Source: an optimization exercise on an open RTL-to-GDS flow (aim: small area and a short achievable clock period). Production flows keep margins and buffers that such runs may drop.
In this exercise RTL edits were held to simulation tests only and were not proved equivalent to the original.
Power is estimated from default activity; no workload was simulated.

`config.mk`:
```
export PLATFORM = sky130hd
export DESIGN_NAME = fifo_guarded
export DESIGN_NICKNAME = fifo_guarded
export VERILOG_FILES = /design/flow/design.v
export SDC_FILE = /design/flow/constraint.sdc
export NUM_CORES = 4
export LEC_CHECK = 0
export CAP_MARGIN = 20
export CORE_MARGIN = 2
export CORE_UTILIZATION = 40
export SETUP_SLACK_MARGIN = 0.2
export SLEW_MARGIN = 20
```
`constraint.sdc`:
```
create_clock -name core_clock -period 7.5 [get_ports {clk_i}]
set_input_delay 1.5000 -clock core_clock [delete_from_list [all_inputs] [get_ports {clk_i}]]
set_output_delay 1.5000 -clock core_clock [all_outputs]
set_load 0.01 [all_outputs]
```
`design.v`:
```
module fifo_guarded #(
    parameter int DWIDTH          = 16,
    parameter int AWIDTH          = 8,
    parameter int SHOWAHEAD       = 1,
    parameter int REGISTER_OUTPUT = 0
) (
    input  logic              clk_i,
    input  logic              srst_i,
    input  logic [DWIDTH-1:0] data_i,
    input  logic              wrreq_i,
    input  logic              rdreq_i,
    input  logic [AWIDTH:0]   af_thresh_i,
    input  logic [AWIDTH:0]   ae_thresh_i,
    input  logic              err_clr_i,
    output logic [DWIDTH-1:0] q_o,
    output logic              empty_o,
    output logic              full_o,
    output logic [AWIDTH:0]   usedw_o,
    output logic              almost_full_o,
    output logic              almost_empty_o,
    output logic              ovf_o,
    output logic              udf_o
);
    localparam int              DEPTH    = 1 << AWIDTH;
    localparam logic [AWIDTH:0] FULL_CNT = (AWIDTH + 1)'(DEPTH);
    logic [DWIDTH-1:0] mem_q [DEPTH];
    logic [AWIDTH-1:0] wr_ptr_q, wr_ptr_d;
    logic [AWIDTH-1:0] rd_ptr_q, rd_ptr_d;
    logic [AWIDTH:0]   cnt_q, cnt_d;
    logic              ovf_q, ovf_d;
    logic              udf_q, udf_d;
    logic              empty, full, wr_acc, rd_acc;
    logic [DWIDTH-1:0] head;
    always_comb begin
        empty    = (cnt_q == '0);
        full     = (cnt_q == FULL_CNT);
        wr_acc   = wrreq_i & ~full;
        rd_acc   = rdreq_i & ~empty;
        wr_ptr_d = wr_ptr_q;
        rd_ptr_d = rd_ptr_q;
        cnt_d    = cnt_q;
        if (wr_acc) wr_ptr_d = wr_ptr_q + 1'b1;
        if (rd_acc) rd_ptr_d = rd_ptr_q + 1'b1;
        if (wr_acc && !rd_acc) begin
            cnt_d = cnt_q + 1'b1;
        end else if (rd_acc && !wr_acc) begin
            cnt_d = cnt_q - 1'b1;
        end
        ovf_d = (wrreq_i & full)  | (ovf_q & ~err_clr_i);
        udf_d = (rdreq_i & empty) | (udf_q & ~err_clr_i);
    end
    always_ff @(posedge clk_i) begin
        if (srst_i) begin
            wr_ptr_q <= '0;
            rd_ptr_q <= '0;
            cnt_q    <= '0;
            ovf_q    <= 1'b0;
            udf_q    <= 1'b0;
        end else begin
            wr_ptr_q <= wr_ptr_d;
            rd_ptr_q <= rd_ptr_d;
            cnt_q    <= cnt_d;
            ovf_q    <= ovf_d;
            udf_q    <= udf_d;
        end
    end
    always_ff @(posedge clk_i) begin
        if (!srst_i && wr_acc) mem_q[wr_ptr_q] <= data_i;
    end
    assign head = mem_q[rd_ptr_q];
    generate
        if (SHOWAHEAD != 0) begin : g_showahead
            logic [DWIDTH-1:0] hold_q;
            always_ff @(posedge clk_i) begin
                if (srst_i)      hold_q <= '0;
                else if (!empty) hold_q <= head;
            end
            assign q_o = empty ? hold_q : head;
        end else if (REGISTER_OUTPUT != 0) begin : g_regout
            logic [DWIDTH-1:0] stage_q;
            logic              stage_vld_q;
            logic [DWIDTH-1:0] q_q;
            always_ff @(posedge clk_i) begin
                if (srst_i) begin
                    stage_q     <= '0;
                    stage_vld_q <= 1'b0;
                    q_q         <= '0;
                end else begin
                    stage_vld_q <= rd_acc;
                    if (rd_acc)      stage_q <= head;
                    if (stage_vld_q) q_q     <= stage_q;
                end
            end
            assign q_o = q_q;
        end else begin : g_normal
            logic [DWIDTH-1:0] q_q;
            always_ff @(posedge clk_i) begin
                if (srst_i)      q_q <= '0;
                else if (rd_acc) q_q <= head;
            end
            assign q_o = q_q;
        end
    endgenerate
    assign empty_o        = empty;
    assign full_o         = full;
    assign usedw_o        = cnt_q;
    assign almost_full_o  = (cnt_q >= af_thresh_i);
    assign almost_empty_o = (cnt_q < ae_thresh_i);
    assign ovf_o          = ovf_q;
    assign udf_o          = udf_q;
endmodule
```
`run.sh`:
```
#!/bin/bash
# synth_recipe.tcl (not shown) runs the flow's synth.tcl, then flattens the netlist and writes it again
# the make line also repeats each setting of config.mk as NAME=value (left out here)
make -C /OpenROAD-flow-scripts/flow DESIGN_CONFIG=/design/flow/config.mk WORK_HOME=/design/flow/orfs CLKGATE_MAP_FILE= SYNTH_SCRIPT=/design/flow/synth_recipe.tcl finish
```
==> notes.md <==
power breakdown:
group,switching (uW),leakage [uW],internal [uW]
logic,5780,0.0128,4680
registers,122,0.0372,25500
clock network,8820,0.00641,11300
total,14700,0.0565,41500
per-layer routing:
layer | global-route usage | up-vias | wire length [um]
met4 | 0.0699 | 2 | 15800
met2 | 0.341 | 4109 | 211000
met1 | 0.310 | 43493 | 181000
met3 | 0.0380 | 680 | 40700
met5 | 0 | - | 20
li1 | - | 31986 | -
metrics by stage:
stage | hold WS [ns] | power (uW) | util | cells | cell area [um2]
2_1_floorplan | 0.467 | 33200 | - | 7305 | 161000
3_3_place_gp | 0.470 | 36600 | 0.425 | 12706 | 170000
3_5_place_dp | 0.493 | 36700 | 0.425 | 12708 | 170000
4_1_cts | 0.504 | 56600 | 0.458 | 13487 | 183000
5_1_grt | 0.522 | 57800 | 0.458 | 13494 | 183000
6_report | 0.516 | 56200 | 0.458 | 13505 | 183000
flip-flops by register name, indices dropped and copies added, names as in the netlist, named ones only:
| signal | count |
|---|---|
| mem_q | 4096 |
| g_showahead.hold_q | 16 |
| udf_q | 1 |
| ovf_q | 1 |
| wr_ptr_q | 8 |
| cnt_q | 9 |
| rd_ptr_q | 8 |
worst min-delay path: stages, from the launching register on:
cell and delay [ns]:
dfxtp_1 0.34, nand2_1 0.06, a21oi_1 0.07
cell families (layout without fill, tap and decap cells):
group                      count (synthesis)  count (layout)  synth area share
other                                      0              14                 0
xor gates and xnor gates                  18              18          0.000979
adders and majority gates                 33              33           0.00261
DFF                                     4147            4147             0.771
buffers and inverters                    448            1369            0.0188
AOI/OAI and AO/OA                        497             497            0.0217
and+or+nand+nor                          825             825            0.0218
muxes                                   1337            1337             0.164
final cells by class:
cell class | instances | area [um2] | share of cell area
Clock buffer | 518 | 11000 | 0.0601
Inverter | 28 | 125 | 0.000682
Timing Repair Buffer | 570 | 5210 | 0.0284
Sequential cell | 4147 | 124000 | 0.676
Multi-Input combinational cell | 2710 | 34300 | 0.187
Clock inverter | 253 | 2080 | 0.0113
Antenna cell | 14 | 35.0 | 0.000191
Tap cell | 5265 | 6590 | 0.0359
cells in the final DEF (no fill, tap or decap), types with 22 or more instances in the layout:
cell type        count
clkbuf_1            88
a21oi_1             68
o221ai_1            60
a31oi_1             22
nand2_1            176
mux4_2             973
nor2_1             404
clkinv_1           107
a221oi_1            50
buf_4              444
mux4_1              41
buf_12              54
o22ai_1            117
o21ai_0             51
nand3_1             36
nor2_2              51
mux2_2              88
bufinv_16           24
nor2b_1             26
inv_1               25
clkbuf_16          424
dfxtp_1             46
clkinv_2            82
mux2i_1            233
edfxtp_1          4096
ha_1                32
clkdlybuf4s50_1     49
timing repair:
item | CTS | global route
cloned | 0 | 0
setup buffers | 8 | 1
resized for setup | 8 | 4
setup endpoints to repair | 13 | 5
worst paths after layout:
| path | to | slack (ns) | cells past startpoint |
|---|---|---|---|
| setup / recovery | q_o[15] | 0.17 | 9 |
| hold / removal | register | 0.52 | 2 |
| setup reg to reg | cnt_q[8] | 2.39 | 15 |
| hold reg to reg | register | 0.52 | 2 |
==> summary.txt <==
Clock network
  – Hold_buf cts: 0
  – Clk latency of the worst-skew pair: 1.00 ns
  – TritonCTS Buffers: 419
  – Clock slew at reported path FFs: 0.06 ns
  – Root Buffer: clkbuf_16
  – CTS tree: built
  – Max Buffers Root-to-Sink: 4
  – Htree depth: 5
  – Clk sink count: 4147

Hold path
  – Worst Hold Class: reg2reg
  – Hold Crit Start: rd_ptr_q[1]

Synthesis
  – Post-synth EDFFs: 4096
  – Top cell type's share of synthesized area: 0.764
  – Syn Inst Count: 7305
  – Synth area leader: edfxtp_1
  – Post-synthesis sequential area ratio: 0.771
  – Most common cell in the netlist: edfxtp_1
  – Synth Flop Type: edfxtp_1
  – Avg Cell Area, Syn: 22.0 um2
  – Synthesized flop and latch total: 4147
  – Top cells by count, synth: 4096 x edfxtp_1, 973 x mux4_2, 470 x nor2_1
  – Top post-synthesis cells by area: edfxtp_1 76%, mux4_2 14%, mux2i_1 1.5%
  – Post-Syn Nets: 7377
  – FFs w/ async S/R, synth: 0
  – Synthesized cell area: 161000 um2
  – Synth warnings: 1
  – Unique cell type count in the Yosys netlist: 81

Timing
  – Fin. Hold Viols: 0
  – Tightest Pin Transition: 1.28 ns
  – RSZ-0062 raised after global routing: no
  – Final Slew Violations: 0
  – Fin crit share: 0.977
  – # setup viols final: 0
  – FMAX: 136 MHz
  – Clk_skew: 0.103 ns
  – Final worst setup slack: 0.170 ns
  – Min cycle time layout: 7.33 ns
  – Max transition margin: 0.144
  – Setup TNS: 0 ns

Setup path
  – Crit path max fanout: 35
  – Cell Chain, Critical Path: inv_4, nand2_2, o32ai_1, o21ai_0, o2111ai_1, a211oi_2, buf_4, nor3_1, clkdlybuf4s50_1
  – Slowest stage delay, CP: 0.69 ns
  – CP arrival: 5.83 ns
  – CP Launch Type: register
  – Critical path required time: 6.00 ns
  – CP bufs+invs: 3
  – Start of the worst register-to-register path: cnt_q[3]
  – Crit-path slowest cell: clkdlybuf4s50_1
  – WS Path Type: reg2out
  – CP delay by family, top: buffers and inverters
  – CP Capture Type: primary output

Global routing
  – Vias in the first global route: 79248
  – First-pass GRT wire length: 629000 um
  – Gr usage total: 0.217
  – Largest net degree at the start of global routing: 207
  – Grt total ovfl: 0
  – Initial antenna violation count: 19

Floorplan
  – Die height: 638 um
  – Die Area: 407000 um2
  – Starting Density: 0.402
  – Core footprint: 400000 um2
  – Cell Rows: 232
  – Die W: 638 um
  – IO Pins: 70

Route
  – Initial DRC count: 11359
  – Via-per-instance ratio: 5.94
  – Routed vias: 80270
  – Number of routed nets with antenna violations: 0
  – DR WL/cell: 33.2 um
  – Final wirelength: 449000 um
  – DR pass1 iterations: 6
  – DRC: 0

Job
  – Max-cap violations: 0

Pwr
  – Pwr/cell area: 307 nW/um2
  – VDD IR max: 198 uV
  – Static leakage: 0.0565 uW

Placement
  – Hpwl dp: 272000 um
  – Port Buf Inserts: 69
  – Post-place setup slack: 0.966 ns
  – GP Congestion: 0.875

Final layout
  – Fraction of layout cells with a size suffix above 1: 0.277
  – Fin nets: 7948
  – Layout area overhead: 13.9%
  – # fillers: 33032

Run status
  – Status: timing/DRC/antenna clean

what the ideal ports hide:
No port has a modelled driver above. Below, the same layout with a new extraction and two added sets of constraints. Step 1 sets driving cells, clkbuf_16 on the clock port and buf_2 on the other inputs (assumed; they add their load-dependent delay and slew). Step 2 also shifts input and output timing later by t, the mid clock arrival at the registers, as if the neighbouring blocks saw the same clock. Three values: ideal ports, drivers, drivers and shift; two values: the first two.
shift t [ns]: 1.073
slack for setup (ns): 0.170 / 0.049 / 1.122
hold slack, ns: 0.516 / 0.516 / 0.516
worst slew at a driven data input, ns: 0.18
pins driven straight from the clock port: 1
After both steps this run still meets setup and hold. The setup slack of this run moves by -0.121 ns with the drivers and by +0.952 ns with both steps.
